From an optimization exercise on the open Yosys and OpenROAD flow, aimed at small area and a short achievable clock period; shortcuts taken in it are not production practice.
Where RTL was checked, it was by simulation tests only, not by an equivalence proof against the original.
Function not checked in runs 1 to 3: the RTL went through the layout flow alone.
Power figures rest on the tool's default switching activity, not on a simulated workload.

**flow/design.v**
```verilog
package uart_pkg;
  localparam int unsigned PARITY_NONE = 0;
  localparam int unsigned PARITY_ODD  = 1;
  localparam int unsigned PARITY_EVEN = 2;
  typedef enum logic [2:0] {
    IDLE,
    START,
    DATA,
    PARITY,
    STOP
  } tx_state_t;
  function automatic integer calc_ticks(input integer clk_hz, input integer baud);
    calc_ticks = clk_hz / baud;
  endfunction
  function automatic logic cfg_legal(input integer data_bits, input integer parity_mode,
                                     input integer stop_bits, input integer fifo_depth,
                                     input integer ticks);
    cfg_legal = (data_bits >= 5) && (data_bits <= 9) &&
           (parity_mode <= PARITY_EVEN) &&
           ((stop_bits == 1) || (stop_bits == 2)) &&
           (fifo_depth >= 2) && ((fifo_depth & (fifo_depth - 1)) == 0) &&
           (ticks >= 2);
  endfunction
endpackage
module uart_sync_fifo #(
  parameter int unsigned WIDTH = 8,
  parameter int unsigned N     = 257,   
  parameter int unsigned G     = 4
) (
  input  logic             clk,
  input  logic [N-1:0]     we,      
  input  logic [WIDTH-1:0] wd,      
  input  logic [WIDTH-1:0] wd_n,    
  input  logic             clean,   
  output logic [WIDTH-1:0] tap      
);
  logic [WIDTH*N-1:0] q;
  always_ff @(posedge clk)
    q[WIDTH-1:0] <= we[0] ? wd : (q[WIDTH*N-1 -: WIDTH] & {WIDTH{~clean}});
  for (genvar p = 1; p < N; p++) begin : g_pos
    if (p % G != 0) begin : g_hop
      always_ff @(posedge clk) q[WIDTH*p +: WIDTH] <= q[WIDTH*(p-1) +: WIDTH];
    end else if ((p / G) % 2 == 1) begin : g_wr0
      always_ff @(posedge clk)
        q[WIDTH*p +: WIDTH] <= ~(({WIDTH{we[p]}} & wd) | q[WIDTH*(p-1) +: WIDTH]);
    end else begin : g_wr1
      always_ff @(posedge clk)
        q[WIDTH*p +: WIDTH] <= ~(({WIDTH{~we[p]}} | wd_n) & q[WIDTH*(p-1) +: WIDTH]);
    end
  end
  assign tap = q[WIDTH*N-1 -: WIDTH];
endmodule
module uart_tx_cfg #(
  parameter int unsigned CLK_FREQ    = 50_000_000,
  parameter int unsigned BAUD_RATE   = 115200,
  parameter int unsigned DATA_BITS   = 8,
  parameter int unsigned PARITY_MODE = 0,
  parameter int unsigned STOP_BITS   = 1,
  parameter int unsigned FIFO_DEPTH  = 256
) (
  input  logic                          CLK,
  input  logic                          RST,
  input  logic                          i_valid,
  input  logic [DATA_BITS-1:0]          i_data,
  output logic                          o_ready,
  output logic                          o_tx,
  output logic                          o_busy,
  output logic [$clog2(FIFO_DEPTH):0]   o_level
);
  localparam int unsigned TICKS = uart_pkg::calc_ticks(CLK_FREQ, BAUD_RATE);
  localparam int unsigned TW    = $clog2(TICKS);
  localparam int unsigned LW    = $clog2(FIFO_DEPTH) + 1;
  localparam int unsigned N     = FIFO_DEPTH + 1;
  localparam int unsigned PW    = $clog2(N);
  localparam int unsigned G     = 4;
  localparam int unsigned GW    = $clog2(G);
  localparam logic [1:0] S_IDLE = 2'd0, S_START = 2'd1, S_DATA = 2'd2, S_STOP = 2'd3;
  logic [1:0]           state_q, state_d;
  logic [TW-1:0]        tick_q, tick_d;
  logic [2:0]           c_q, c_d;
  logic                 nb_q, nb_d, nx_q, nx_d, nxv_q, nxv_d;
  logic                 txn_q, tx_d, busy_q, busy_d;    
  logic                 te_q, kz_q;          
  logic [LW-1:0]        lvo_q, lvn_q;
  logic [LW-1:0]        level_q, level_d;
  logic [G-1:0]         pend_q, pend_d;
  logic [DATA_BITS-1:0] dly_q [G-1];
  logic [DATA_BITS-1:0] wd_q, wd_n_q, wd_d;
  logic                 wr, aligned;
  logic [PW-1:0]        k_q, k_d;    
  logic [PW-1:0]        m_q, m_d;    
  logic                 push, pop, nonempty, tick_end, want, fetch, cap, clean;
  logic                 sweep_q;
  logic [N-1:0]         we;
  logic [DATA_BITS-1:0] tap;
  function automatic logic [PW-1:0] inc_pw(input logic [PW-1:0] v);
    logic c;
    c = 1'b1;
    for (int i = 0; i < PW; i++) begin
      inc_pw[i] = v[i] ^ c;
      c         = c & v[i];
    end
  endfunction
  assign level_q  = ~lvn_q;
  assign nonempty = (level_q != '0);
  assign push     = i_valid && !level_q[LW-1];
  assign tick_end = te_q;
  assign aligned = (m_q[GW-1:0] == '0);
  assign wr      = aligned && (pend_q != '0);
  always_comb begin
    logic older;
    pend_d[0] = push;
    for (int j = 1; j < G; j++) begin
      older = 1'b0;
      for (int i = j; i < G; i++) older = older | pend_q[i];
      pend_d[j] = pend_q[j-1] && !(wr && !older);
    end
    wd_d = i_data;
    for (int j = 1; j < G; j++) if (pend_d[j]) wd_d = dly_q[j-1];
  end
  assign want  = ((state_q == S_START) || ((state_q == S_DATA) && (c_q != '0))) && !nxv_q;
  assign fetch = want && kz_q;                   
  assign cap   = fetch && (c_q == 3'd7);         
  assign clean = sweep_q || cap;
  always_comb begin
    k_d = cap ? k_q : (k_q[PW-1] ? '0 : inc_pw(k_q));    
    m_d = wr ? m_q : (m_q[PW-1] ? '0 : inc_pw(m_q));
    for (int p = 0; p < N; p++) we[p] = (p % G == 0) && wr && (m_q[PW-1:GW] == (PW-GW)'(p / G));
  end
  uart_sync_fifo #(.WIDTH(DATA_BITS), .N(N), .G(G)) u_fifo (
    .clk   (CLK),
    .we    (we),
    .wd    (wd_q),
    .wd_n  (wd_n_q),
    .clean (clean),
    .tap   (tap)
  );
  always_comb begin
    state_d = state_q;
    tick_d  = tick_q;
    c_d     = c_q;
    nb_d    = nb_q;
    nx_d    = fetch ? tap[c_q] : nx_q;
    nxv_d   = nxv_q || fetch;
    tx_d    = 1'b1;
    busy_d  = 1'b1;
    pop     = 1'b0;
    if (state_q != S_IDLE) tick_d = tick_end ? '0 : tick_q + TW'(1);
    case (state_q)
      S_IDLE: begin
        busy_d = 1'b0;
        if (nonempty) begin
          pop     = 1'b1;
          state_d = S_START;
          tick_d  = '0;
        end
      end
      S_START: begin
        tx_d = 1'b0;
        if (tick_end) begin
          state_d = S_DATA;
          nb_d    = nx_q;
          nxv_d   = 1'b0;
          c_d     = 3'd1;
        end
      end
      S_DATA: begin
        tx_d = nb_q;
        if (tick_end) begin
          if (c_q == '0) begin
            state_d = S_STOP;
          end else begin
            nb_d  = nx_q;
            nxv_d = 1'b0;
            c_d   = c_q + 3'd1;
          end
        end
      end
      default: begin
        if (tick_end) begin
          if (nonempty) begin
            pop     = 1'b1;
            state_d = S_START;
          end else begin
            state_d = S_IDLE;
          end
        end
      end
    endcase
  end
  always_comb begin
    logic [LW-1:0] up, dn;
    logic          c, b;
    c = 1'b1;
    b = 1'b1;
    for (int i = 0; i < LW; i++) begin
      up[i] = level_q[i] ^ c;
      dn[i] = level_q[i] ^ b;
      c     = c & level_q[i];
      b     = b & !level_q[i];
    end
    if (push) level_d = pop ? level_q : up;
    else      level_d = pop ? dn : level_q;
  end
  always_ff @(posedge CLK or negedge RST) begin
    if (!RST) begin
      state_q <= S_IDLE;
      c_q     <= '0;
      nxv_q   <= 1'b0;
      txn_q   <= 1'b0;
      lvo_q   <= '0;
      kz_q    <= 1'b1;
      busy_q  <= 1'b0;
      lvn_q   <= '1;
      pend_q  <= '0;
      k_q     <= '0;
      m_q     <= '0;
      sweep_q <= 1'b1;
      tick_q  <= '0;
      te_q    <= 1'b0;
    end else begin
      state_q <= state_d;
      c_q     <= c_d;
      nxv_q   <= nxv_d;
      txn_q   <= !tx_d;
      lvo_q   <= level_d;
      kz_q    <= cap || k_q[PW-1];
      busy_q  <= busy_d;
      lvn_q   <= ~level_d;
      pend_q  <= pend_d;
      k_q     <= k_d;
      m_q     <= m_d;
      sweep_q <= sweep_q && !k_q[PW-1];
      tick_q  <= tick_d;
      te_q    <= (tick_d == TW'(TICKS - 1));
    end
  end
  always_ff @(posedge CLK) begin
    nb_q    <= nb_d;
    nx_q    <= nx_d;
    dly_q[0] <= i_data;
    for (int j = 1; j < G - 1; j++) dly_q[j] <= dly_q[j-1];
    wd_q     <= wd_d;
    wd_n_q   <= ~wd_d;
  end
  assign o_tx    = !txn_q;
  assign o_busy  = busy_q;
  assign o_ready = !lvo_q[LW-1];
  assign o_level = lvo_q;
endmodule
```
**flow/run.sh**
```bash
#!/bin/bash
# synth_recipe.tcl (not shown) runs the flow's synth.tcl, then flattens the netlist and writes it again
# the make line also repeats each setting of config.mk as NAME=value (left out here)
make -C /OpenROAD-flow-scripts/flow DESIGN_CONFIG=/design/flow/config.mk WORK_HOME=/design/flow/orfs CLKGATE_MAP_FILE= SYNTH_SCRIPT=/design/flow/synth_recipe.tcl finish
```
**flow/constraint.sdc**
```tcl
create_clock -name core_clock -period 4.5 [get_ports {CLK}]
set_input_delay 0.9000 -clock core_clock [delete_from_list [all_inputs] [get_ports {CLK}]]
set_output_delay 0.9000 -clock core_clock [all_outputs]
set_load 0.01 [all_outputs]
```
**flow/config.mk**
```make
export PLATFORM = sky130hd
export DESIGN_NAME = uart_tx_cfg
export DESIGN_NICKNAME = uart_tx_cfg
export VERILOG_FILES = /design/flow/design.v
export SDC_FILE = /design/flow/constraint.sdc
export NUM_CORES = 4
export LEC_CHECK = 0
export CAP_MARGIN = 20
export CORE_MARGIN = 2
export CORE_UTILIZATION = 65
export CTS_CLUSTER_DIAMETER = 80
export CTS_CLUSTER_SIZE = 30
export SETUP_SLACK_MARGIN = 2.5
export SLEW_MARGIN = 20
```
==> results.env, run 1 <==
FINALWORSTPATHREQUIREDPERIOD_PS=2285
POST_DRT_VIA_CELL_RATIO=5.198
POST_DRT_WL_PER_CELL_UM=21.51
GRT_START_MAX_NET_PINS=43
SYN_NETS=3252
RELSLEWSLACK=0.1731
CRITICAL_PATH_SLOWEST_STAGE_CELL='sky130_fd_sc_hd__dfstp_2'
CRITICAL-PATH-MAX-STAGE-DELAY_PS=550
SYNTHESIZED_FLOP_AND_LATCH_TOTAL=2158
WORST_SLEW_PIN_SLEW_PS=1239
IO_PINS=23
INTERNAL_POWER_mW=24.89
FINALCLOCKSKEW_PS=26.94
DIEWIDTH_UM=279.8
POST_CTS_CLOCK_SLEW_AT_THE_LAUNCH_AND_CAPTURE_REGISTERS_OF_THE_WORST_SETUP_AND_HOLD_PATHS_PS=110
CAP_VIOL_MAX_COUNT=0
LEAKAGEPOWER_nW=22.03
REGTOREGENDPOINT='lvo_q[8]'
DETAILROUTE.VIA_COUNT=22508
CTS-HOLD-FIX-BUFFERS=0
GRT_SETUP_UNREPAIRED='yes'
DIE_HEIGHT_UM=279.8
R2R_SLACK_PS=2210
FMAX_MHz=437.6
TRITONCTS.NUM_BUFFERS=82
SYNTH-EDFF-COUNT=2
SYN_INST=3204
NUMBER_OF_PINS_EXCEEDING_THEIR_MAX_SLEW_LIMIT_IN_THE_FINAL_REPORT=0
POWER_SWITCHING_SHARE=0.2470
SETUP_VIOLATIONS=0
YOSYS_MOST_USED_DFF='sky130_fd_sc_hd__dfxtp_1'
REG2REGPATHDEPTH=10
SYNTH.CELL_AREA_UM2=49430
DETAIL_ROUTE.ITER0.VIOLATIONS=1386
PORTBUFFERS=22
NET_SWITCHING_POWER_OF_THE_DESIGN_mW=8.165
POSTLAYOUTCELLAREA_UM2=56040
COREAREA_UM2=75570
NUM_ANTENNA_CELLS=0
HOLDCRITPATHCLASS='input pin to async pin'
CP_COMMON_CELL='sky130_fd_sc_hd__ha_4'
FINAL.SETUP.TNS_PS=0
CRIT-REG2REG-LAUNCH='lvn_q[0]'
DIE-AREA_UM2=78270
WHS_PS=228.6
YOSYSSEQAREASHARE=0.8807
CELLPOWERDENSITY_nW_PER_UM2=589.8
POSTSYNTHAREAPERCELL_UM2=15.43
CATEGORY_OF_THE_WORST_SETUP_PATH_CAPTURE_POINT='flip-flop'
SYNTH_TOP_CELL_AREA_SHARE=0.8488
CTS-HTREE-LEVELS=3
GRT_FIRST_PASS_WIRELENGTH_UM=137000
NUM_ROWS=101
TIMING.FINAL.HOLD_VIOLATIONS=0
WORST-ENDPOINT-ARRIVAL_PS=2830
HIGHEST_FANOUT_SEEN_ON_THE_CRITICAL_PATH=2
DRC=0
PLACED_AREA_UM2=50830
FINAL_ANTENNA_NET_COUNT=0
CLOCK_SINK_COUNT=2158
OUTCOME='no timing/DRC/antenna violations'
SYNTH.YOSYS.WARNINGS=3
P_COMB_FRAC=0.097
YOSYS-TOP-CELLS-AREA='sky130_fd_sc_hd__dfxtp_1 85%, sky130_fd_sc_hd__o21ai_0 2.8%, sky130_fd_sc_hd__dfrtp_1 2.5%'
GRT_USAGE=0.2343
TRITONCTS='built'
SYNTHDOMINANTAREACELLTYPE='sky130_fd_sc_hd__dfxtp_1'
MAX-VDD-IR-DROP_mV=0.4767
FINALCRITPERIODSHARE=0.5078
CELL_CHAIN_OF_THE_CRITICAL_PATH='inv_2 -> ha_4 -> ha_4 -> ha_4 -> ha_4 -> ha_4 -> ha_4 -> ha_4 -> and3_4 -> or3_1'
ROUTE.FINAL.WIRE_LENGTH_UM=93150
CLOCKROOTBUFFER='sky130_fd_sc_hd__clkbuf_16'
CLK_PWR_SHARE=0.266
GP_CONGESTION=0.7845
SYNTH_CELL_TYPES=56
SYNTH_ASYNC_SR_FLOP_SHARE=0.02780
WORST_SKEW_PAIR.LATE_LATENCY_PS=680
PLACE.DETAILED.HPWL_UM=45100
GRT_PASS1_VIAS=22762
TIMING.CRITICAL_PATH.FROM='lvn_q[0]'
WORST_SETUP_SP_TYPE='flip-flop'
DRIVE_ABOVE_1_SHARE=0.1805
TIMING.SETUP.CRITICAL_PATH_CLASS='flip-flop to flip-flop'
WORST-ENDPOINT-REQUIRED_PS=5050
SEQ_POWER_SHARE=0.637
CTSLONGESTPATHBUFFERS=3
GLOBAL_ROUTE_TOTAL_OVERFLOW=0
INITIAL_UTILIZATION=0.6541
RELATIVE_AREA_CHANGE_FROM_SYNTHESIS_TO_FINAL_LAYOUT_PCT=13.37
ANTENNA_FOUND_INITIAL=6
DETAIL_ROUTE.FIRST_PASS.ITERATIONS=5
LAYOUT.NETS=3387
area by class of cell:
class / count / area [um2]
Fill cell: 4677 / 19530
Clock inverter: 7 / 95.09
Timing Repair Buffer: 170 / 1892
Clock buffer: 90 / 2146
Sequential cell: 2158 / 43550
Tap cell: 978 / 1224
Inverter: 27 / 107.6
Multi-Input combinational cell: 900 / 7030
critical path: cells and delay by family, from the launching register on:
kind	cells	cell delay (ps)
AND/OR/NAND/NOR	2	470
adder cells (fa/ha/maj)	7	1090
flip-flops	1	550
buffers and inverters	1	50
power by group through the flow:
stage          sequential, mW  clock (mW)  combinational, mW
2_1_floorplan            21.0           0               1.26
4_1_cts                  21.0        8.92               2.74
3_3_place_gp             21.4           0               2.38
5_1_grt                  21.2        9.60               3.38
3_5_place_dp             21.4           0               2.44
6_report                 21.1        8.79               3.21
state kept, by name (all words and copies together), names as in the netlist, 2 cells and up:
| register | count |
|---|---|
| state_q | 2 |
| dly_q | 24 |
| wd_q | 8 |
| tick_q | 9 |
| wd_n_q | 8 |
| c_q | 3 |
| lvn_q | 9 |
| m_q | 9 |
| lvo_q | 9 |
| pend_q | 4 |
| k_q | 9 |
| u_fifo.q | 2056 |
synth_stat cells (18+ instances only):
cell,instances
sky130_fd_sc_hd__a31oi_1,128
sky130_fd_sc_hd__a21oi_1,141
sky130_fd_sc_hd__nand2b_1,25
sky130_fd_sc_hd__dfxtp_1,2096
sky130_fd_sc_hd__inv_1,26
sky130_fd_sc_hd__buf_2,18
sky130_fd_sc_hd__ha_1,37
sky130_fd_sc_hd__clkbuf_1,88
sky130_fd_sc_hd__nand2_1,82
sky130_fd_sc_hd__nor2_1,41
sky130_fd_sc_hd__dfrtp_1,49
sky130_fd_sc_hd__o21ai_0,278
cells in the final DEF (no fill, tap or decap), types with 11 or more instances in the layout:
cell type and n:
sky130_fd_sc_hd__a31oi_1 110, sky130_fd_sc_hd__buf_6 29, sky130_fd_sc_hd__o21ai_2 76, sky130_fd_sc_hd__nand2_1 75, sky130_fd_sc_hd__dfrtp_1 41, sky130_fd_sc_hd__dfstp_2 11
sky130_fd_sc_hd__nand2b_4 26, sky130_fd_sc_hd__inv_1 19, sky130_fd_sc_hd__ha_4 23, sky130_fd_sc_hd__and2_4 17, sky130_fd_sc_hd__nand2b_1 11, sky130_fd_sc_hd__buf_2 12
sky130_fd_sc_hd__dfxtp_1 2096, sky130_fd_sc_hd__o21ai_1 114, sky130_fd_sc_hd__a21oi_1 50, sky130_fd_sc_hd__clkbuf_16 92, sky130_fd_sc_hd__a31oi_4 15, sky130_fd_sc_hd__buf_4 80
sky130_fd_sc_hd__nor2_1 25, sky130_fd_sc_hd__buf_12 24, sky130_fd_sc_hd__a21oi_2 91, sky130_fd_sc_hd__o21ai_0 102
worst max-delay path by stage:
stage | to | slack [ps] | depth (start not counted)
global route | lvo_q[8] | 2150 | 10
detailed placement | lvo_q[4] | 1470 | 6
CTS | lvo_q[8] | 2220 | 10
finish | lvo_q[8] | 2210 | 10
global placement | lvo_q[5] | 1620 | 6
floorplan | lvo_q[8] | 2240 | 10
layer usage:
layer	global-route usage	share of wire
met1	0.3518	0.49
met4	0.05581	0.022
met3	0.03878	0.045
met5	0	0
met2	0.3594	0.44
per-stage QoR:
stage	instances	total power [mW]	setup WS (ps)	utilization
2_1_floorplan	3204	22.29	2244	-
3_3_place_gp	4120	23.76	1619	0.6726
3_5_place_dp	4120	23.84	1466	0.6726
4_1_cts	4291	32.67	2221	0.7196
5_1_grt	4330	34.16	2147	0.7416
6_report	4330	33.05	2215	0.7416
cells by family (layout without fill, tap and decap cells):
family                     count (synthesis)  in the layout  share of synthesized area
buffers and inverters                    146            294                    0.01230
adders and majority gates                 37             37                   0.009365
xor gates and xnor gates                   3              3                  0.0005316
AOI/OAI and AO/OA                        611            611                    0.06940
DFF                                     2158           2158                     0.8807
muxes                                      6              6                   0.001822
and+or+nand+nor                          243            243                    0.02587
repair_timing:
item / CTS / global route
hold endpoints to repair: 0 / 0
cloned: 9 / 10
gates resized for setup: 266 / 402
pin swaps: 59 / 120
setup endpoints to repair: 568 / 574
setup buffers: 65 / 29
==> inputs of run 2 (changes only) <==
--- a/flow/design.v
+++ b/flow/design.v
@@ -75,4 +75,9 @@
   localparam int unsigned G     = 4;
   localparam int unsigned GW    = $clog2(G);
+  if (!(DATA_BITS == 8 && PARITY_MODE == uart_pkg::PARITY_NONE && STOP_BITS == 1 &&
+        FIFO_DEPTH == 256 && uart_pkg::cfg_legal(DATA_BITS, PARITY_MODE, STOP_BITS,
+                                                 FIFO_DEPTH, TICKS))) begin : g_cfg_err
+    $error("uart_tx_cfg: only DATA_BITS 8, PARITY_MODE 0, STOP_BITS 1, FIFO_DEPTH 256 are supported");
+  end
   localparam logic [1:0] S_IDLE = 2'd0, S_START = 2'd1, S_DATA = 2'd2, S_STOP = 2'd3;
   logic [1:0]           state_q, state_d;
@@ -82,10 +87,10 @@
   logic                 txn_q, tx_d, busy_q, busy_d;    
   logic                 te_q, kz_q;          
-  logic [LW-1:0]        lvo_q, lvn_q;
+  logic [LW-1:0]        lvo_q;               
   logic [LW-1:0]        level_q, level_d;
   logic [G-1:0]         pend_q, pend_d;
   logic [DATA_BITS-1:0] dly_q [G-1];
   logic [DATA_BITS-1:0] wd_q, wd_n_q, wd_d;
-  logic                 wr, aligned;
+  logic                 wr, wr_q, full_q;
   logic [PW-1:0]        k_q, k_d;    
   logic [PW-1:0]        m_q, m_d;    
@@ -102,10 +107,8 @@
     end
   endfunction
-  assign level_q  = ~lvn_q;
   assign nonempty = (level_q != '0);
   assign push     = i_valid && !level_q[LW-1];
   assign tick_end = te_q;
-  assign aligned = (m_q[GW-1:0] == '0);
-  assign wr      = aligned && (pend_q != '0);
+  assign wr      = wr_q;
   always_comb begin
     logic older;
@@ -212,5 +215,5 @@
       kz_q    <= 1'b1;
       busy_q  <= 1'b0;
-      lvn_q   <= '1;
+      level_q <= '0;
       pend_q  <= '0;
       k_q     <= '0;
@@ -219,4 +222,6 @@
       tick_q  <= '0;
       te_q    <= 1'b0;
+      wr_q    <= 1'b0;
+      full_q  <= 1'b0;
     end else begin
       state_q <= state_d;
@@ -227,5 +232,5 @@
       kz_q    <= cap || k_q[PW-1];
       busy_q  <= busy_d;
-      lvn_q   <= ~level_d;
+      level_q <= level_d;
       pend_q  <= pend_d;
       k_q     <= k_d;
@@ -233,5 +238,7 @@
       sweep_q <= sweep_q && !k_q[PW-1];
       tick_q  <= tick_d;
-      te_q    <= (tick_d == TW'(TICKS - 1));
+      te_q    <= (state_q != S_IDLE) && (tick_q == TW'(TICKS - 2));
+      wr_q    <= (m_d[GW-1:0] == '0) && (pend_d != '0);
+      full_q  <= (level_d == LW'(FIFO_DEPTH));
     end
   end
@@ -246,5 +253,5 @@
   assign o_tx    = !txn_q;
   assign o_busy  = busy_q;
-  assign o_ready = !lvo_q[LW-1];
+  assign o_ready = !full_q;
   assign o_level = lvo_q;
 endmodule
==> results.env, run 2 <==
OUTCOME='no timing/DRC/antenna violations'
SYN_INST=3146
NUM_ANTENNA_CELLS=0
CLOCK_SINK_COUNT=2151
TIMING.CRITICAL_PATH.FROM='lvo_q[2]'
FINAL.SETUP.TNS_PS=0
FMAX_MHz=397.3
DP_WORST_SETUP_SLACK_PS=1547
CTS-HTREE-LEVELS=3
WHS_PS=315.9
YOSYSMOSTFREQUENTCELL='sky130_fd_sc_hd__dfxtp_1'
CAP_VIOL_MAX_COUNT=0
SYNTH.CELL_AREA_UM2=48670
FINALPOWER_mW=32.66
WORST_SETUP_SP_TYPE='flip-flop'
POST_DRT_WL_PER_CELL_UM=20.18
DETAILROUTE.VIA_COUNT=21399
FLIP_FLOP_COUNT_OF_THE_LARGEST_REGISTER_ALL_COPIES_AND_WORDS_ADDED=2056
WORST-ENDPOINT-ARRIVAL_PS=3080
GRT_USAGE=0.2217
FINALWORSTPATHREQUIREDPERIOD_PS=2517
NUMBER_OF_PLACED_INSTANCES_TAPS_INCLUDED=4076
GROUTE.LAYER.MET3.USAGE=0.03546
TIMING.SETUP.CRITICAL_PATH_CLASS='flip-flop to flip-flop'
MIN_FROM='u_fifo.q[303]'
HOLDCRITPATHCLASS='flip-flop to flip-flop'
ANTENNA_FOUND_INITIAL=2
SETUP_WS_PS=1983
FINALCLOCKSKEW_PS=23.79
COMMONEST_NON_FILL_NON_TAP_CELL_IN_THE_LAYOUT='sky130_fd_sc_hd__dfxtp_1'
CATEGORY_OF_THE_WORST_SETUP_PATH_CAPTURE_POINT='flip-flop'
TOP_REGS='u_fifo.q (2056), dly_q (24)'
POSTSYNTHAREAPERCELL_UM2=15.47
INITIAL_UTILIZATION=0.6548
CELLPOWERDENSITY_nW_PER_UM2=611.4
RELATIVE_AREA_CHANGE_FROM_SYNTHESIS_TO_FINAL_LAYOUT_PCT=9.765
FINALCRITPERIODSHARE=0.5594
MOSTFREQUENTLAYOUTCELLS='2,080 x sky130_fd_sc_hd__dfxtp_1, 290 x sky130_fd_sc_hd__o21ai_0, 270 x sky130_fd_sc_hd__a21oi_1, 88 x sky130_fd_sc_hd__nand2_1, 83 x sky130_fd_sc_hd__clkbuf_16'
POST_CTS_CLOCK_SLEW_AT_THE_LAUNCH_AND_CAPTURE_REGISTERS_OF_THE_WORST_SETUP_AND_HOLD_PATHS_PS=110
GLOBALROUTE.BUSIESTLAYER='met2'
GP_CONGESTION=0.8025
DIE_HEIGHT_UM=277.6
NUM_ROWS=100
FINAL_ANTENNA_NET_COUNT=0
IO_PINS=23
COREAREA_UM2=74320
LAYOUT.CELLS.NON_FILLER=4225
CTSLONGESTPATHBUFFERS=3
SYNTHDOMINANTAREACELLTYPE='sky130_fd_sc_hd__dfxtp_1'
YOSYS_MOST_USED_DFF='sky130_fd_sc_hd__dfxtp_1'
BIGGEST_REGISTER='u_fifo.q'
PLACE.DETAILED.HPWL_UM=46260
DRC=0
PLACED_AREA_UM2=50160
GRT_FIRST_PASS_WIRELENGTH_UM=129600
SYNTH.YOSYS.WARNINGS=3
DRIVE_ABOVE_1_SHARE=0.1050
CLOCKROOTBUFFER='sky130_fd_sc_hd__clkbuf_16'
SYNTH-EDFF-COUNT=2
NUMBER_OF_PINS_EXCEEDING_THEIR_MAX_SLEW_LIMIT_IN_THE_FINAL_REPORT=0
SYNTH.TOP_CELLS.BY_COUNT='2,096 x sky130_fd_sc_hd__dfxtp_1, 303 x sky130_fd_sc_hd__o21ai_0, 273 x sky130_fd_sc_hd__a21oi_1'
GLOBAL_ROUTE_TOTAL_OVERFLOW=0
YOSYS-TOP-CELLS-AREA='sky130_fd_sc_hd__dfxtp_1 86%, sky130_fd_sc_hd__o21ai_0 3.1%, sky130_fd_sc_hd__a21oi_1 2.8%'
DIE-AREA_UM2=77080
YOSYSSEQAREASHARE=0.8908
WORST-ENDPOINT-REQUIRED_PS=5070
ROUTE.FINAL.WIRE_LENGTH_UM=85250
PORTBUFFERS=22
GRT_START_MAX_NET_PINS=54
SYNTH_CELL_TYPES=57
LAYOUT.NETS=3292
USE_MET1=0.3276
SYNTHESIZED_FLOP_AND_LATCH_TOTAL=2151
HIGHEST_FANOUT_SEEN_ON_THE_CRITICAL_PATH=7
POSTLAYOUTCELLAREA_UM2=53420
TIMING.FINAL.HOLD_VIOLATIONS=0
LAYOUT.CORE_UTILIZATION=0.7187
SYNTH_ASYNC_SR_FLOP_SHARE=0.02464
MAX-VDD-IR-DROP_mV=0.4875
TRITONCTS='built'
POST_DRT_VIA_CELL_RATIO=5.065
WORST_SLEW_PIN_SLEW_PS=989.0
SETUP_VIOLATIONS=0
GRT_PASS1_VIAS=21717
WORST_SKEW_PAIR.LATE_LATENCY_PS=670
MET2_USAGE=0.3452
SYNTH_TOP_CELL_AREA_SHARE=0.8622
DETAIL_ROUTE.FIRST_PASS.ITERATIONS=5
LEAKAGEPOWER_nW=21.00
RELSLEWSLACK=0.3406
DETAIL_ROUTE.ITER0.VIOLATIONS=1384
DIEWIDTH_UM=277.6
CRIT-REG2REG-LAUNCH='lvo_q[2]'
GRT_SETUP_UNREPAIRED='yes'
SYN_NETS=3194
TRITONCTS.NUM_BUFFERS=81
[run 2: cell count changes in the layout (fill, tap and decap cells not counted), sizes merged, moves of 10 or more]
cell,change
buf,-68
o21ai,+12
nor2,+19
a31oi,-127
mux2i,+12
nand2b,-26
and2,-16
clkbuf,-10
a21oi,+133
nand2,+16
o31ai,-11
[run 2: final timing paths]
check	cells after the start	to	slack (ps)
setup / recovery	7	full_q	1980
min in group asynchronous	2	lvo_q[8]	370
setup reg to reg	7	full_q	1980
hold / removal	0	u_fifo.q[311]	320
hold reg to reg	0	u_fifo.q[311]	320
max in group asynchronous	2	m_q[3]	3550
[run 2: metal layers]
| metal | wire length, um | vias to the layer above | share of wire |
|---|---|---|---|
| li1 | - | 10356 | - |
| met1 | 42390 | 10628 | 0.50 |
| met2 | 38120 | 278 | 0.45 |
| met3 | 2627 | 135 | 0.031 |
| met4 | 2099 | 2 | 0.025 |
| met5 | 10 | - | 0.00012 |
[run 2: critical path, cell delays in order, from the launching register on]
cell,delay [ps]
sky130_fd_sc_hd__dfrtp_2,440
sky130_fd_sc_hd__buf_4,140
sky130_fd_sc_hd__nor4_4,500
sky130_fd_sc_hd__a21oi_4,170
sky130_fd_sc_hd__xnor2_2,200
sky130_fd_sc_hd__o221a_1,280
sky130_fd_sc_hd__or3_1,430
sky130_fd_sc_hd__nor4_2,250
[run 2: final cells by class]
type	count	area, um2
Timing Repair Buffer	94	863.3
Sequential cell	2151	43390
Inverter	27	102.6
Multi-Input combinational cell	889	5672
Clock buffer	88	2096
Fill cell	4869	20900
Clock inverter	7	81.33
Tap cell	969	1212
[run 2: power breakdown]
part | switching [mW] | internal, mW | total (mW) | leakage [nW]
Sequential | 0.733 | 20.4 | 21.2 | 18.2
Combinational | 1.94 | 0.916 | 2.86 | 1.76
Clock | 5.25 | 3.39 | 8.64 | 1.07
[run 2: kinds of logic (layout without fill, tap and decap cells)]
group / count (synthesis) / in the layout / share of synthesized area
AOI/OAI and AO/OA: 609 / 610 / 0.06528
xor gates and xnor gates: 5 / 5 / 0.001054
adders and majority gates: 37 / 37 / 0.009513
buffers and inverters: 107 / 216 / 0.008304
DFF: 2151 / 2151 / 0.8908
muxes: 19 / 19 / 0.004628
and+or+nand+nor: 218 / 218 / 0.02047
[run 2: what timing repair did]
item                                   4_1_cts  5_1_grt
endpoints found under the hold margin        0        0
gates cloned                                 1        0
setup endpoints to repair                  563      216
pin swaps                                   13        7
hold buffers                                 0        0
setup buffers                               38       14
gates resized for setup                    192       32
==> inputs of run 3 (changes only) <==
--- a/flow/config.mk
+++ b/flow/config.mk
@@ -11,4 +11,4 @@
 export CTS_CLUSTER_DIAMETER = 80
 export CTS_CLUSTER_SIZE = 30
-export SETUP_SLACK_MARGIN = 2.5
+export SETUP_SLACK_MARGIN = 2.7
 export SLEW_MARGIN = 20
==> results.env, run 3 <==
OUTCOME='no timing/DRC/antenna violations'
YOSYS-TOP-CELLS-AREA='sky130_fd_sc_hd__dfxtp_1 86%, sky130_fd_sc_hd__o21ai_0 3.1%, sky130_fd_sc_hd__a21oi_1 2.8%'
DETAIL_ROUTE.FIRST_PASS.ITERATIONS=5
SETUP_VIOLATIONS=0
FINALWORSTPATHREQUIREDPERIOD_PS=2523
SYNTH_ASYNC_SR_FLOP_SHARE=0.02464
POST_DRT_VIA_CELL_RATIO=5.065
MULTI_INPUT_AREA_UM2=6088
DIEWIDTH_UM=277.6
POSTLAYOUTCELLAREA_UM2=54260
GRT_FIRST_PASS_WIRELENGTH_UM=132500
HOLDCRITPATHCLASS='flip-flop to flip-flop'
CATEGORY_OF_THE_WORST_SETUP_PATH_CAPTURE_POINT='flip-flop'
R2R_SLACK_PS=1980
SYN_INST=3146
CRITICAL_PATH_SLOWEST_STAGE_CELL='sky130_fd_sc_hd__dfrtp_1'
SETUP.WORST_PATH.END='full_q'
WORST-PATH-STAGES=13
PORTBUFFERS=22
DETAIL_ROUTE.ITER0.VIOLATIONS=1263
GRT_SETUP_UNREPAIRED='yes'
WORST_SKEW_PAIR.LATE_LATENCY_PS=680
SYNTHESIZED_FLOP_AND_LATCH_TOTAL=2151
SYNTH_CELL_TYPES=57
SYNTH-EDFF-COUNT=2
YOSYS_MOST_USED_DFF='sky130_fd_sc_hd__dfxtp_1'
CELLPOWERDENSITY_nW_PER_UM2=612.1
GROUTE.LAYER.MET3.USAGE=0.02923
YOSYSSEQAREASHARE=0.8908
FILLERINSTANCES=4722
FINAL.SETUP.TNS_PS=0
BIGGEST_REGISTER='u_fifo.q'
FINALCLOCKSKEW_PS=33.43
NUMBER_OF_PINS_EXCEEDING_THEIR_MAX_SLEW_LIMIT_IN_THE_FINAL_REPORT=0
PLACED_AREA_UM2=50300
WORST_SLEW_PIN_SLEW_PS=1178
SYNTH.CELL_AREA_UM2=48670
CRIT-REG2REG-LAUNCH='lvo_q[1]'
WORST-ENDPOINT-ARRIVAL_PS=3090
SYNTH.TOP_CELLS.BY_COUNT='2,096 x sky130_fd_sc_hd__dfxtp_1, 303 x sky130_fd_sc_hd__o21ai_0, 273 x sky130_fd_sc_hd__a21oi_1'
DIE-AREA_UM2=77080
RELSLEWSLACK=0.2148
CRITICAL_PATH_BUF_INV_COUNT=1
DRIVE_ABOVE_1_SHARE=0.1339
MIN_FROM='u_fifo.q[802]'
TRITONCTS='built'
FINALPOWER_mW=33.21
TIMING.CRITICAL_PATH.FROM='lvo_q[1]'
FF_LATCH_AREA_UM2=43400
LAYOUT.NETS=3326
SYNTH.YOSYS.WARNINGS=3
LEAKAGEPOWER_nW=21.31
RELATIVE_AREA_CHANGE_FROM_SYNTHESIS_TO_FINAL_LAYOUT_PCT=11.49
COREAREA_UM2=74320
CLOCKROOTBUFFER='sky130_fd_sc_hd__clkbuf_16'
GLOBAL_ROUTE_TOTAL_OVERFLOW=0
REGTOREGENDPOINT='full_q'
CLOCK_SINK_COUNT=2151
WORST-ENDPOINT-REQUIRED_PS=5070
GP_CONGESTION=0.8335
LAYOUT.CELLS.NON_FILLER=4264
FINALCRITPERIODSHARE=0.5607
DETAILROUTE.VIA_COUNT=21597
POST_DRT_WL_PER_CELL_UM=20.40
MET2_USAGE=0.3609
CTSLONGESTPATHBUFFERS=3
REG2REGPATHDEPTH=13
PLACE.DETAILED.HPWL_UM=47540
FINAL_ANTENNA_NET_COUNT=0
MOSTFREQUENTLAYOUTCELLS='2,080 x sky130_fd_sc_hd__dfxtp_1, 264 x sky130_fd_sc_hd__a21oi_1, 228 x sky130_fd_sc_hd__o21ai_0, 85 x sky130_fd_sc_hd__clkbuf_16, 80 x sky130_fd_sc_hd__buf_4'
SYN_NETS=3194
TRITONCTS.NUM_BUFFERS=82
ROUTE.FINAL.WIRE_LENGTH_UM=87000
NUM_ROWS=100
SYNTH_TOP_CELL_AREA_SHARE=0.8622
CRITPATHTOPFAMILY='adder cells'
TIMING.SETUP.CRITICAL_PATH_CLASS='flip-flop to flip-flop'
GRT_PASS1_VIAS=21953
GRT_START_MAX_NET_PINS=54
INITIAL_UTILIZATION=0.6548
USE_MET1=0.3318
CP_COMMON_CELL='sky130_fd_sc_hd__ha_4'
SYNTHDOMINANTAREACELLTYPE='sky130_fd_sc_hd__dfxtp_1'
CELL_CHAIN_OF_THE_CRITICAL_PATH='inv_2 -> ha_4 -> ha_4 -> ha_4 -> ha_4 -> ha_4 -> ha_4 -> ha_4 -> o21ai_1 -> nand2_1 -> a221oi_2 -> o221ai_2 -> nor4_2'
YOSYSMOSTFREQUENTCELL='sky130_fd_sc_hd__dfxtp_1'
DIE_HEIGHT_UM=277.6
COMMONEST_NON_FILL_NON_TAP_CELL_IN_THE_LAYOUT='sky130_fd_sc_hd__dfxtp_1'
TIMING.FINAL.HOLD_VIOLATIONS=0
POST_CTS_CLOCK_SLEW_AT_THE_LAUNCH_AND_CAPTURE_REGISTERS_OF_THE_WORST_SETUP_AND_HOLD_PATHS_PS=110
CAP_VIOL_MAX_COUNT=0
FMAX_MHz=396.3
POSTSYNTHAREAPERCELL_UM2=15.47
ANTENNA_FOUND_INITIAL=3
TOP_REGS='u_fifo.q (2056), dly_q (24)'
CTS-HOLD-FIX-BUFFERS=0
GLOBALROUTE.BUSIESTLAYER='met2'
NUMBER_OF_PLACED_INSTANCES_TAPS_INCLUDED=4073
GRT_USAGE=0.2269
HIGHEST_FANOUT_SEEN_ON_THE_CRITICAL_PATH=4
CRITICAL-PATH-MAX-STAGE-DELAY_PS=440
CTS-HTREE-LEVELS=3
WORST_SETUP_SP_TYPE='flip-flop'
FLIP_FLOP_COUNT_OF_THE_LARGEST_REGISTER_ALL_COPIES_AND_WORDS_ADDED=2056
DRC=0
MAX-VDD-IR-DROP_mV=0.4299
IO_PINS=23
run 3: cell counts after synthesis:
No cell type changed its count.
run 3: cell families (layout without fill, tap and decap cells):
logic type,after synthesis,after routing,share of synthesized area
adder cells (fa/ha/maj),37,37,0.009513
AND/OR/NAND/NOR,218,218,0.02047
multiplexers,19,19,0.004628
other,0,2,0
AO/OA/AOI/OAI,609,609,0.06528
XOR/XNOR,5,5,0.001054
buffers and inverters,107,254,0.008304
flip-flops,2151,2151,0.8908
run 3: worst min-delay path by stage:
| stage | to | slack (ps) | cells after the start |
|---|---|---|---|
| after global placement | u_fifo.q[790] | 310 | 0 |
| after detailed placement | u_fifo.q[171] | 310 | 0 |
| after global routing | u_fifo.q[1964] | 320 | 0 |
| after CTS | u_fifo.q[507] | 310 | 0 |
| after floorplan | u_fifo.q[1000] | 310 | 0 |
| final | u_fifo.q[810] | 310 | 0 |
run 3: report_power, final:
part           switching, mW  total, mW  leakage [nW]  internal [mW]
sequential             0.989       21.4          18.2           20.4
combinational           1.94       3.05          2.04           1.11
clock                   5.26       8.74          1.11           3.48
total                   8.18       33.2          21.3           25.0
run 3: stage by stage:
| stage | utilization | hold WS, ps | worst slack, ps |
|---|---|---|---|
| CTS | 0.7231 | 307.4 | 2046 |
| finish | 0.7301 | 308.4 | 1977 |
| floorplan | - | 309.6 | 2176 |
| detailed placement | 0.6768 | 312.1 | 1502 |
| global placement | 0.6767 | 309.5 | 1510 |
| global route | 0.7300 | 321.9 | 1875 |
run 3: timing repair:
item / CTS / global route
pin swaps: 20 / 23
resized for setup: 230 / 132
buffers inserted: 61 / 29
endpoints found under the setup margin: 579 / 336
run 3: area by class of cell:
type	count	area share
Multi-Input combinational cell	888	0.1122
Clock buffer	91	0.03962
Clock inverter	8	0.002029
Antenna cell	2	0.00009224
Timing Repair Buffer	128	0.02179
Sequential cell	2151	0.8000
Tap cell	969	0.02235
Inverter	27	0.001960
run 3: routing by layer:
metal | up-vias | part of all wire | routed length (um)
met3 | 147 | 0.031 | 2684
met5 | - | 0.00011 | 10
met1 | 10685 | 0.49 | 42220
met4 | 2 | 0.024 | 2096
li1 | 10444 | - | -
met2 | 319 | 0.46 | 39990
==> inputs of run 4 (changes only) <==
--- a/flow/design.v
+++ b/flow/design.v
@@ -240,5 +240,6 @@
       te_q    <= (state_q != S_IDLE) && (tick_q == TW'(TICKS - 2));
       wr_q    <= (m_d[GW-1:0] == '0) && (pend_d != '0);
-      full_q  <= (level_d == LW'(FIFO_DEPTH));
+      if (push && !pop)      full_q <= (level_q == LW'(FIFO_DEPTH - 1));
+      else if (pop && !push) full_q <= 1'b0;
     end
   end
--- a/flow/config.mk
+++ b/flow/config.mk
@@ -11,4 +11,4 @@
 export CTS_CLUSTER_DIAMETER = 80
 export CTS_CLUSTER_SIZE = 30
-export SETUP_SLACK_MARGIN = 2.7
+export SETUP_SLACK_MARGIN = 2.5
 export SLEW_MARGIN = 20
==> results.env, run 4 <==
WORST_SKEW_PAIR.LATE_LATENCY_PS=670
GRT_FIRST_PASS_WIRELENGTH_UM=130900
RELSLEWSLACK=0.3417
DIEWIDTH_UM=277.5
YOSYSMOSTFREQUENTCELL='sky130_fd_sc_hd__dfxtp_1'
POST_DRT_VIA_CELL_RATIO=5.123
CTS-HTREE-LEVELS=3
YOSYSSEQAREASHARE=0.8916
DIE_HEIGHT_UM=277.5
SYNTH.YOSYS.WARNINGS=3
FINAL_ANTENNA_NET_COUNT=0
DIE-AREA_UM2=77000
MOSTFREQUENTLAYOUTCELLS='2,080 x sky130_fd_sc_hd__dfxtp_1, 275 x sky130_fd_sc_hd__o21ai_0, 263 x sky130_fd_sc_hd__a21oi_1, 84 x sky130_fd_sc_hd__clkbuf_16, 65 x sky130_fd_sc_hd__nand2_1'
SYN_INST=3118
SYNTH.TOP_CELLS.BY_COUNT='2,096 x sky130_fd_sc_hd__dfxtp_1, 280 x sky130_fd_sc_hd__o21ai_0, 268 x sky130_fd_sc_hd__a21oi_1'
TRITONCTS='built'
WORST_SETUP_SP_TYPE='flip-flop'
DETAIL_ROUTE.FIRST_PASS.ITERATIONS=5
FINAL.SETUP.TNS_PS=0
REG2REGPATHDEPTH=8
FINALWORSTPATHREQUIREDPERIOD_PS=2157
POST_CTS_CLOCK_SLEW_AT_THE_LAUNCH_AND_CAPTURE_REGISTERS_OF_THE_WORST_SETUP_AND_HOLD_PATHS_PS=110
R2R_SLACK_PS=2340
GLOBAL_ROUTE_TOTAL_OVERFLOW=0
YOSYS_MOST_USED_DFF='sky130_fd_sc_hd__dfxtp_1'
SYNTH_ASYNC_SR_FLOP_SHARE=0.02464
ROUTE.FINAL.WIRE_LENGTH_UM=86750
MAX-VDD-IR-DROP_mV=0.4088
SYNTH-EDFF-COUNT=2
IO_PINS=23
COMMONEST_NON_FILL_NON_TAP_CELL_IN_THE_LAYOUT='sky130_fd_sc_hd__dfxtp_1'
SYNTHDOMINANTAREACELLTYPE='sky130_fd_sc_hd__dfxtp_1'
HIGHEST_FANOUT_SEEN_ON_THE_CRITICAL_PATH=6
POST_DRT_WL_PER_CELL_UM=20.68
WORST-ENDPOINT-REQUIRED_PS=5070
TIMING.CRITICAL_PATH.FROM='lvo_q[5]'
GRT_START_MAX_NET_PINS=54
REGTOREGENDPOINT='lvo_q[7]'
TIMING.FINAL.HOLD_VIOLATIONS=0
NUM_ROWS=100
CAP_VIOL_MAX_COUNT=0
CTSLONGESTPATHBUFFERS=3
TRITONCTS.NUM_BUFFERS=82
DETAIL_ROUTE.ITER0.VIOLATIONS=1537
ANTENNA_FOUND_INITIAL=4
FINALCLOCKSKEW_PS=25.71
FMAX_MHz=463.6
BIGGEST_REGISTER='u_fifo.q'
HOLDCRITPATHCLASS='flip-flop to flip-flop'
INITIAL_UTILIZATION=0.6553
OUTCOME='no timing/DRC/antenna violations'
PORTBUFFERS=22
CLOCK_SINK_COUNT=2151
SETUP_WS_PS=2343
CATEGORY_OF_THE_WORST_SETUP_PATH_CAPTURE_POINT='flip-flop'
GP_CONGESTION=0.8165
FLIP_FLOP_COUNT_OF_THE_LARGEST_REGISTER_ALL_COPIES_AND_WORDS_ADDED=2056
YOSYS-TOP-CELLS-AREA='sky130_fd_sc_hd__dfxtp_1 86%, sky130_fd_sc_hd__o21ai_0 2.9%, sky130_fd_sc_hd__a21oi_1 2.8%'
FINALCRITPERIODSHARE=0.4793
CRIT-REG2REG-LAUNCH='lvo_q[5]'
SETUP_VIOLATIONS=0
GRT_PASS1_VIAS=21449
SYNTH.CELL_AREA_UM2=48620
TIMING.SETUP.CRITICAL_PATH_CLASS='flip-flop to flip-flop'
WORST_SLEW_PIN_SLEW_PS=987.5
LEAKAGEPOWER_nW=20.99
SYNTH_TOP_CELL_AREA_SHARE=0.8631
DRIVE_ABOVE_1_SHARE=0.1033
GRT_SETUP_UNREPAIRED='yes'
SETUP.WORST_PATH.END='lvo_q[7]'
GRT_USAGE=0.2267
CELLPOWERDENSITY_nW_PER_UM2=594.5
POSTSYNTHAREAPERCELL_UM2=15.59
DP_WORST_SETUP_SLACK_PS=1417
PLACE.DETAILED.HPWL_UM=46490
SYNTH_CELL_TYPES=58
RELATIVE_AREA_CHANGE_FROM_SYNTHESIS_TO_FINAL_LAYOUT_PCT=9.653
SYNTHESIZED_FLOP_AND_LATCH_TOTAL=2151
TOP_REGS='u_fifo.q (2056), dly_q (24)'
COREAREA_UM2=74200
CTS-HOLD-FIX-BUFFERS=0
CLOCKROOTBUFFER='sky130_fd_sc_hd__clkbuf_16'
DRC=0
WORST-ENDPOINT-ARRIVAL_PS=2730
LAYOUT.NETS=3249
DETAILROUTE.VIA_COUNT=21490
NUMBER_OF_PINS_EXCEEDING_THEIR_MAX_SLEW_LIMIT_IN_THE_FINAL_REPORT=0
SYN_NETS=3153
[run 4: routing by layer]
layer  GRT usage  wire length, um  part of all wire
met2      0.3359            37170              0.43
met3     0.03630             3476             0.040
met1      0.3508            44180              0.51
met5           0               34           0.00039
met4     0.05658             1892             0.022
[run 4: where the power goes]
| group | internal, mW | total, mW | switching, mW |
|---|---|---|---|
| clock network | 3.44 | 8.72 | 5.28 |
| registers | 20.0 | 20.6 | 0.626 |
| logic | 0.773 | 2.37 | 1.60 |
[run 4: how the worst min path moves through the flow]
| stage | start | endpoint | slack (ps) | cells after the start |
|---|---|---|---|---|
| 6_report | u_fifo.q[2] | u_fifo.q[10] | 320 | 0 |
| 3_3_place_gp | u_fifo.q[944] | u_fifo.q[952] | 310 | 0 |
| 2_1_floorplan | u_fifo.q[992] | u_fifo.q[1000] | 310 | 0 |
| 4_1_cts | u_fifo.q[1760] | u_fifo.q[1768] | 320 | 0 |
| 3_5_place_dp | u_fifo.q[1072] | u_fifo.q[1080] | 310 | 0 |
| 5_1_grt | u_fifo.q[1669] | u_fifo.q[1677] | 330 | 0 |
[run 4: worst max-delay path, stage by stage (launching register included)]
cell and delay [ps]:
sky130_fd_sc_hd__dfrtp_2 440, sky130_fd_sc_hd__buf_6 130, sky130_fd_sc_hd__nor4_4 340, sky130_fd_sc_hd__nand3_2 150, sky130_fd_sc_hd__o221ai_2 190, sky130_fd_sc_hd__ha_4 250, sky130_fd_sc_hd__or2_4 240, sky130_fd_sc_hd__o22ai_2 150
sky130_fd_sc_hd__xor2_1 190
[run 4: final cells by class]
| class | count | area [um2] |
|---|---|---|
| inverters | 15 | 56.30 |
| clock inverters | 8 | 117.6 |
| well taps | 969 | 1212 |
| repair buffers | 93 | 810.8 |
| multi-input cells | 871 | 5605 |
| clock buffers | 87 | 2113 |
| fillers | 4824 | 20890 |
| flip-flops and latches | 2151 | 43390 |
| diodes | 1 | 2.502 |
[run 4: logic make-up (layout without fill, tap and decap cells)]
kind of cell    after synthesis  count (layout)  share of synthesized area
compound gates              598             598                    0.06483
flops                      2151            2151                     0.8916
other cells                   0               1                          0
simple gates                215             216                    0.02185
mux                          23              23                   0.005636
buf+inv                      97             203                   0.008055
xor+xnor                      9               9                   0.001621
fa+ha+maj                    25              25                   0.006382
[run 4: per-stage QoR]
| stage | util | power, mW | std cells | hold WS, ps | area (um2) |
|---|---|---|---|---|---|
| 2_1_floorplan | - | 21.61 | 3118 | 309.6 | 48730 |
| 3_3_place_gp | 0.6739 | 22.73 | 4044 | 309.7 | 50000 |
| 3_5_place_dp | 0.6741 | 22.81 | 4045 | 312.1 | 50010 |
| 4_1_cts | 0.7134 | 31.61 | 4178 | 318.5 | 52930 |
| 5_1_grt | 0.7185 | 32.71 | 4194 | 326.5 | 53310 |
| 6_report | 0.7185 | 31.69 | 4195 | 322.2 | 53310 |
[run 4: timing repair]
action	4_1_cts	5_1_grt
gates resized for setup	158	60
pin swaps	26	17
endpoints found under the setup margin	567	425
gates cloned	1	0
setup buffers	37	16
==> inputs of run 5 (changes only) <==
--- a/flow/config.mk
+++ b/flow/config.mk
@@ -11,4 +11,4 @@
 export CTS_CLUSTER_DIAMETER = 80
 export CTS_CLUSTER_SIZE = 30
-export SETUP_SLACK_MARGIN = 2.5
+export SETUP_SLACK_MARGIN = 3.0
 export SLEW_MARGIN = 20
==> results.env, run 5 <==
FINALCRITPERIODSHARE=0.4812
SYNTH.TOP_CELLS.BY_COUNT='2,096 x sky130_fd_sc_hd__dfxtp_1, 280 x sky130_fd_sc_hd__o21ai_0, 268 x sky130_fd_sc_hd__a21oi_1'
FMAX_MHz=461.8
DETAIL_ROUTE.ITER0.VIOLATIONS=1195
SETUP_VIOLATIONS=0
LAYOUT.NETS=3427
WORST-ENDPOINT-REQUIRED_PS=3600
SYN_INST=3118
CRITICAL-PATH-MAX-STAGE-DELAY_PS=410
COMMONEST_NON_FILL_NON_TAP_CELL_IN_THE_LAYOUT='sky130_fd_sc_hd__dfxtp_1'
GLOBAL_ROUTE_TOTAL_OVERFLOW=0
DIE-AREA_UM2=77000
CLOCKROOTBUFFER='sky130_fd_sc_hd__clkbuf_16'
LAYOUT.CORE_UTILIZATION=0.7930
FINAL_ANTENNA_NET_COUNT=0
WORST_SLEW_PIN_SLEW_PS=1149
GP_CONGESTION=0.7875
DRIVE_ABOVE_1_SHARE=0.3205
BIGGEST_REGISTER='u_fifo.q'
POST_DRT_WL_PER_CELL_UM=22.43
GRT_START_MAX_NET_PINS=34
POST_CTS_CLOCK_SLEW_AT_THE_LAUNCH_AND_CAPTURE_REGISTERS_OF_THE_WORST_SETUP_AND_HOLD_PATHS_PS=120
TRITONCTS='built'
FINALWORSTPATHREQUIREDPERIOD_PS=2165
FINAL.SETUP.TNS_PS=0
WHS_PS=248.8
YOSYS-TOP-CELLS-AREA='sky130_fd_sc_hd__dfxtp_1 86%, sky130_fd_sc_hd__o21ai_0 2.9%, sky130_fd_sc_hd__a21oi_1 2.8%'
RELSLEWSLACK=0.2339
NUM_ANTENNA_CELLS=0
FILLERINSTANCES=3994
CRITPATHTOPFAMILY='flip-flops'
FLIP_FLOP_COUNT_OF_THE_LARGEST_REGISTER_ALL_COPIES_AND_WORDS_ADDED=2056
POSTSYNTHAREAPERCELL_UM2=15.59
CRIT-REG2REG-LAUNCH='lvo_q[3]'
CRITICAL_PATH_SLOWEST_STAGE_CELL='sky130_fd_sc_hd__dfrtp_1'
SYNTHDOMINANTAREACELLTYPE='sky130_fd_sc_hd__dfxtp_1'
DIEWIDTH_UM=277.5
SETUP.WORST_PATH.END='o_ready'
CATEGORY_OF_THE_WORST_SETUP_PATH_CAPTURE_POINT='output pin'
YOSYS_MOST_USED_DFF='sky130_fd_sc_hd__dfxtp_1'
SYNTH_TOP_CELL_AREA_SHARE=0.8631
WORST-ENDPOINT-ARRIVAL_PS=1270
MET2_USAGE=0.3792
CELLPOWERDENSITY_nW_PER_UM2=572.3
GLOBALROUTE.BUSIESTLAYER='met2'
GRT_FIRST_PASS_WIRELENGTH_UM=137700
SYN_NETS=3153
RELATIVE_AREA_CHANGE_FROM_SYNTHESIS_TO_FINAL_LAYOUT_PCT=21.02
INITIAL_UTILIZATION=0.6553
CTS-HOLD-FIX-BUFFERS=0
PORTBUFFERS=22
CAP_VIOL_MAX_COUNT=0
SYNTHESIZED_FLOP_AND_LATCH_TOTAL=2151
PLACE.DETAILED.HPWL_UM=46560
REGTOREGENDPOINT='lvo_q[7]'
ANTENNA_FOUND_INITIAL=3
DETAIL_ROUTE.FIRST_PASS.ITERATIONS=5
GROUTE.LAYER.MET3.USAGE=0.03580
COREAREA_UM2=74200
WORST_SKEW_PAIR.LATE_LATENCY_PS=680
IO_PINS=23
ROUTE.FINAL.WIRE_LENGTH_UM=98140
SYNTH.YOSYS.WARNINGS=3
LEAKAGEPOWER_nW=22.69
CTSLONGESTPATHBUFFERS=3
CELL_CHAIN_OF_THE_CRITICAL_PATH='inv_1 -> buf_2'
USE_MET1=0.3463
R2R_SLACK_PS=2340
WORST-PATH-STAGES=2
SYNTH_ASYNC_SR_FLOP_SHARE=0.02464
POST_DRT_VIA_CELL_RATIO=5.150
DIE_HEIGHT_UM=277.5
NUM_ROWS=100
SYNTH-EDFF-COUNT=2
TIMING.FINAL.HOLD_VIOLATIONS=0
WORST_SETUP_SP_TYPE='flip-flop'
CLOCK_SINK_COUNT=2151
NUMBER_OF_PINS_EXCEEDING_THEIR_MAX_SLEW_LIMIT_IN_THE_FINAL_REPORT=0
REG2REGPATHDEPTH=8
TRITONCTS.NUM_BUFFERS=82
GRT_USAGE=0.2386
YOSYSMOSTFREQUENTCELL='sky130_fd_sc_hd__dfxtp_1'
DETAILROUTE.VIA_COUNT=22537
OUTCOME='no timing/DRC/antenna violations'
SYNTH_CELL_TYPES=58
FINALCLOCKSKEW_PS=32.59
FINALPOWER_mW=33.67
MAX-VDD-IR-DROP_mV=0.5034
SYNTH.CELL_AREA_UM2=48620
HIGHEST_FANOUT_SEEN_ON_THE_CRITICAL_PATH=2
DRC=0
HOLDCRITPATHCLASS='input pin to async pin'
GRT_PASS1_VIAS=22767
TOP_REGS='u_fifo.q (2056), dly_q (24)'
TIMING.SETUP.CRITICAL_PATH_CLASS='flip-flop to output pin'
MOSTFREQUENTLAYOUTCELLS='2,080 x sky130_fd_sc_hd__dfxtp_1, 243 x sky130_fd_sc_hd__o21ai_2, 219 x sky130_fd_sc_hd__a21oi_2, 112 x sky130_fd_sc_hd__buf_6, 91 x sky130_fd_sc_hd__buf_4'
GRT_SETUP_UNREPAIRED='yes'
TIMING.CRITICAL_PATH.FROM='full_q'
CTS-HTREE-LEVELS=3
CRITICAL_PATH_BUF_INV_COUNT=2
YOSYSSEQAREASHARE=0.8916
## run 5: changes by cell type in the layout (fill, tap and decap cells not counted), sizes merged
cell / change
buf: +177
diode: -1
clkbuf: +7
inv: -2
## run 5: routing by layer
metal	vias up	wire, um
met1	11288	46110
met4	4	2754
met2	353	46050
met3	180	3205
met5	-	23
li1	10712	-
## run 5: where the power goes
| group | switching, mW | total, mW | internal [mW] |
|---|---|---|---|
| registers | 0.623 | 20.6 | 20.0 |
| logic | 2.51 | 4.17 | 1.66 |
| clock network | 5.37 | 8.89 | 3.52 |
| total | 8.51 | 33.7 | 25.2 |
## run 5: how the worst min path moves through the flow
stage	from	to	slack, ps	cells past startpoint
floorplan	u_fifo.q[992]	u_fifo.q[1000]	310	0
global placement	u_fifo.q[710]	u_fifo.q[718]	310	0
detailed placement	u_fifo.q[113]	u_fifo.q[121]	310	0
CTS	RST	full_q	240	1
global route	RST	full_q	280	1
finish	RST	full_q	250	1
## run 5: what timing repair did
item / in CTS / in global routing
gates resized for setup: 626 / 675
pin swaps: 185 / 236
cloned: 1 / 1
setup buffers: 157 / 73
endpoints found under the setup margin: 592 / 593
## run 5: area by class of cell
type | instances | area [um2] | area share
clock buffers | 93 | 2178 | 0.03702
clock inverters | 6 | 105.1 | 0.001786
inverters | 15 | 58.81 | 0.0009994
multi-input cells | 871 | 8777 | 0.1492
flip-flops and latches | 2151 | 43410 | 0.7378
well taps | 969 | 1212 | 0.02061
repair buffers | 271 | 3095 | 0.05261
## run 5: through the flow
| stage | area (um2) | std cells | setup slack (ps) |
|---|---|---|---|
| 2_1_floorplan | 48970 | 3118 | 2479 |
| 3_3_place_gp | 50210 | 4045 | 1813 |
| 3_5_place_dp | 50210 | 4045 | 1717 |
| 4_1_cts | 55710 | 4302 | 2301 |
| 5_1_grt | 58840 | 4376 | 2290 |
| 6_report | 58840 | 4376 | 2335 |
## run 5: cell families after synthesis
| family | count (synthesis) | share of synthesized area |
|---|---|---|
| DFF | 2151 | 0.8916 |
| xor gates and xnor gates | 9 | 0.001621 |
| adders and majority gates | 25 | 0.006382 |
| buffers and inverters | 97 | 0.008055 |
| muxes | 23 | 0.005636 |
| AOI/OAI and AO/OA | 598 | 0.06483 |
| and+or+nand+nor | 215 | 0.02185 |
==> inputs of run 6 (changes only) <==
--- a/flow/config.mk
+++ b/flow/config.mk
@@ -11,4 +11,4 @@
 export CTS_CLUSTER_DIAMETER = 80
 export CTS_CLUSTER_SIZE = 30
-export SETUP_SLACK_MARGIN = 3.0
+export SETUP_SLACK_MARGIN = 2.7
 export SLEW_MARGIN = 20
==> results.env, run 6 <==
POST_CTS_CLOCK_SLEW_AT_THE_LAUNCH_AND_CAPTURE_REGISTERS_OF_THE_WORST_SETUP_AND_HOLD_PATHS_PS=100
DETAIL_ROUTE.FIRST_PASS.ITERATIONS=4
FINAL_ANTENNA_NET_COUNT=0
POST_DRT_VIA_CELL_RATIO=5.122
WORST-ENDPOINT-ARRIVAL_PS=1210
WORST_SETUP_SP_TYPE='flip-flop'
NUM_ROWS=100
SYNTHDOMINANTAREACELLTYPE='sky130_fd_sc_hd__dfxtp_1'
MULTI_INPUT_AREA_UM2=5939
SYNTHESIZED_FLOP_AND_LATCH_TOTAL=2151
CRITICAL_PATH_SLOWEST_STAGE_CELL='sky130_fd_sc_hd__dfrtp_2'
FINALCLOCKSKEW_PS=23.31
FINALCRITPERIODSHARE=0.4696
PORTBUFFERS=22
TIMING.FINAL.HOLD_VIOLATIONS=0
DIEWIDTH_UM=277.5
CELL_CHAIN_OF_THE_CRITICAL_PATH='buf_6'
FF_LATCH_AREA_UM2=43390
DRC=0
FINAL.SETUP.TNS_PS=0
DIE-AREA_UM2=77000
TIMING.SETUP.CRITICAL_PATH_CLASS='flip-flop to output pin'
CTSLONGESTPATHBUFFERS=3
CTS-HOLD-FIX-BUFFERS=0
DRIVE_ABOVE_1_SHARE=0.1255
SYNTH_TOP_CELL_AREA_SHARE=0.8631
GRT_SETUP_UNREPAIRED='yes'
MOSTFREQUENTLAYOUTCELLS='2,080 x sky130_fd_sc_hd__dfxtp_1, 262 x sky130_fd_sc_hd__a21oi_1, 258 x sky130_fd_sc_hd__o21ai_0, 85 x sky130_fd_sc_hd__clkbuf_16, 69 x sky130_fd_sc_hd__buf_4'
WHS_PS=320.3
FINALWORSTPATHREQUIREDPERIOD_PS=2113
COMMONEST_NON_FILL_NON_TAP_CELL_IN_THE_LAYOUT='sky130_fd_sc_hd__dfxtp_1'
SYN_NETS=3153
POSTSYNTHAREAPERCELL_UM2=15.59
FLIP_FLOP_COUNT_OF_THE_LARGEST_REGISTER_ALL_COPIES_AND_WORDS_ADDED=2056
SYNTH.CELL_AREA_UM2=48620
RELSLEWSLACK=0.3641
POST_DRT_WL_PER_CELL_UM=20.53
NUMBER_OF_PINS_EXCEEDING_THEIR_MAX_SLEW_LIMIT_IN_THE_FINAL_REPORT=0
CRITICAL_PATH_BUF_INV_COUNT=1
WORST_SKEW_PAIR.LATE_LATENCY_PS=660
GRT_FIRST_PASS_WIRELENGTH_UM=130700
WORST_SLEW_PIN_SLEW_PS=953.8
GRT_PASS1_VIAS=21668
MAX-VDD-IR-DROP_mV=0.4487
SYNTH.YOSYS.WARNINGS=3
CTS-HTREE-LEVELS=3
YOSYSSEQAREASHARE=0.8916
OUTCOME='no timing/DRC/antenna violations'
FMAX_MHz=473.3
CRITPATHTOPFAMILY='flip-flops'
TOP_REGS='u_fifo.q (2056), dly_q (24)'
GRT_USAGE=0.2236
SYNTH_ASYNC_SR_FLOP_SHARE=0.02464
HIGHEST_FANOUT_SEEN_ON_THE_CRITICAL_PATH=2
GLOBAL_ROUTE_TOTAL_OVERFLOW=0
YOSYS-TOP-CELLS-AREA='sky130_fd_sc_hd__dfxtp_1 86%, sky130_fd_sc_hd__o21ai_0 2.9%, sky130_fd_sc_hd__a21oi_1 2.8%'
PLACED_AREA_UM2=50130
TRITONCTS.NUM_BUFFERS=82
CATEGORY_OF_THE_WORST_SETUP_PATH_CAPTURE_POINT='output pin'
RELATIVE_AREA_CHANGE_FROM_SYNTHESIS_TO_FINAL_LAYOUT_PCT=11.19
IO_PINS=23
PLACE.DETAILED.HPWL_UM=47120
DETAILROUTE.VIA_COUNT=21649
CLOCKROOTBUFFER='sky130_fd_sc_hd__clkbuf_16'
BIGGEST_REGISTER='u_fifo.q'
FILLERINSTANCES=4742
YOSYSMOSTFREQUENTCELL='sky130_fd_sc_hd__dfxtp_1'
POSTLAYOUTCELLAREA_UM2=54060
SYNTH.TOP_CELLS.BY_COUNT='2,096 x sky130_fd_sc_hd__dfxtp_1, 280 x sky130_fd_sc_hd__o21ai_0, 268 x sky130_fd_sc_hd__a21oi_1'
SYN_INST=3118
CLOCK_SINK_COUNT=2151
ANTENNA_FOUND_INITIAL=2
ROUTE.FINAL.WIRE_LENGTH_UM=86780
CRITICAL-PATH-MAX-STAGE-DELAY_PS=440
LEAKAGEPOWER_nW=21.28
LAYOUT.NETS=3279
CAP_VIOL_MAX_COUNT=0
TRITONCTS='built'
SYNTH-EDFF-COUNT=2
INITIAL_UTILIZATION=0.6553
SETUP_VIOLATIONS=0
DIE_HEIGHT_UM=277.5
DETAIL_ROUTE.ITER0.VIOLATIONS=1330
NUM_ANTENNA_CELLS=0
YOSYS_MOST_USED_DFF='sky130_fd_sc_hd__dfxtp_1'
SYNTH_CELL_TYPES=58
GP_CONGESTION=0.7992
WORST-ENDPOINT-REQUIRED_PS=3600
HOLDCRITPATHCLASS='flip-flop to flip-flop'
CELLPOWERDENSITY_nW_PER_UM2=590.6
GRT_START_MAX_NET_PINS=54
COREAREA_UM2=74200
## run 6: cell counts after synthesis
Identical to the previous run, type by type.
## run 6: layer usage
metal	vias to the layer above	track usage	share of wire
met3	128	0.02771	0.032
met5	-	0	0
met1	10810	0.3440	0.50
met2	332	0.3414	0.44
li1	10379	-	-
met4	0	0.05337	0.023
## run 6: path summary, 6_finish.rpt
check	depth (start not counted)	from	endpoint	slack, ps
setup / recovery	1	lvo_q[4]	o_level[4]	2390
min in group asynchronous	2	RST	busy_q	370
setup reg to reg	9	k_q[0]	k_q[7]	2400
max in group asynchronous	2	RST	m_q[4]	3570
hold / removal	0	u_fifo.q[50]	u_fifo.q[58]	320
hold reg to reg	0	u_fifo.q[50]	u_fifo.q[58]	320
## run 6: cells by family (layout without fill, tap and decap cells)
| group | after synthesis | count (layout) | synth area share |
|---|---|---|---|
| buffers and inverters | 97 | 236 | 0.008055 |
| multiplexers | 23 | 23 | 0.005636 |
| AO/OA/AOI/OAI | 598 | 598 | 0.06483 |
| adder cells (fa/ha/maj) | 25 | 25 | 0.006382 |
| flip-flops | 2151 | 2151 | 0.8916 |
| AND/OR/NAND/NOR | 215 | 216 | 0.02185 |
| XOR/XNOR | 9 | 9 | 0.001621 |
## run 6: repair_timing
item | CTS | global route
pin swaps | 34 | 37
buffers inserted | 47 | 33
resized for setup | 217 | 90
endpoints found under the setup margin | 582 | 468
gates cloned | 2 | 0
## run 6: report_power, final
part | switching [mW] | internal, mW
Combinational | 1.59 | 0.949
Sequential | 0.703 | 20.0
Clock | 5.23 | 3.47
## run 6: layout make-up
class	instances	share of cell area
Sequential cell	2151	0.8027
Multi-Input combinational cell	871	0.1099
Clock buffer	93	0.03990
Timing Repair Buffer	123	0.02280
Tap cell	969	0.02243
Clock inverter	5	0.001296
Inverter	15	0.001041
## run 6: metrics by stage
stage | std cells | power [mW] | setup slack [ps] | util
CTS | 4194 | 31.71 | 2346 | 0.7205
global route | 4227 | 32.91 | 2302 | 0.7286
finish | 4227 | 31.93 | 2387 | 0.7286
global placement | 4047 | 22.73 | 1706 | 0.6756
floorplan | 3118 | 21.69 | 2479 | -
detailed placement | 4047 | 22.79 | 1737 | 0.6756

[afterwards: timing with drivers on the ports]
No port has a modelled driver above. Below, the same layouts with a new extraction and two added sets of constraints. Step 1 assumes that a clkbuf_16 drives the clock port and a buf_2 every other input. Step 2 adds t to the input delays and takes it off the output delays; t is the mean of the earliest and latest rising clock arrival at the registers after step 1. Input paths then give back, and output paths get back, about the clock's delay inside the block. Three values: ideal ports, drivers, drivers and shift; two values: the first two.
| run | t (ns) | slack for setup (ns) | worst setup path after step 2 | latest minus earliest clock arrival (ns) | cell pins on the clock port's net |
|---|---|---|---|---|---|
| run 1 | 0.729 | 2.215 / 2.215 / 1.889 | input to register | 0.030 / 0.030 | 1 |
| run 2 | 0.724 | 1.983 / 1.935 / 1.386 | input to register | 0.028 / 0.029 | 1 |
| run 3 | 0.728 | 1.977 / 1.977 / 1.442 | input to register | 0.035 / 0.035 | 1 |
| run 4 | 0.719 | 2.343 / 2.313 / 1.774 | input to register | 0.040 / 0.040 | 1 |
| run 5 | 0.733 | 2.335 / 2.267 / 1.881 | input to register | 0.033 / 0.034 | 1 |
| run 6 | 0.712 | 2.387 / 2.319 / 1.801 | input to register | 0.027 / 0.027 | 1 |
After both steps every run listed still meets setup and hold. The setup slack of run 2, which loses most, moves by -0.048 ns with the drivers and by -0.597 ns with both steps.
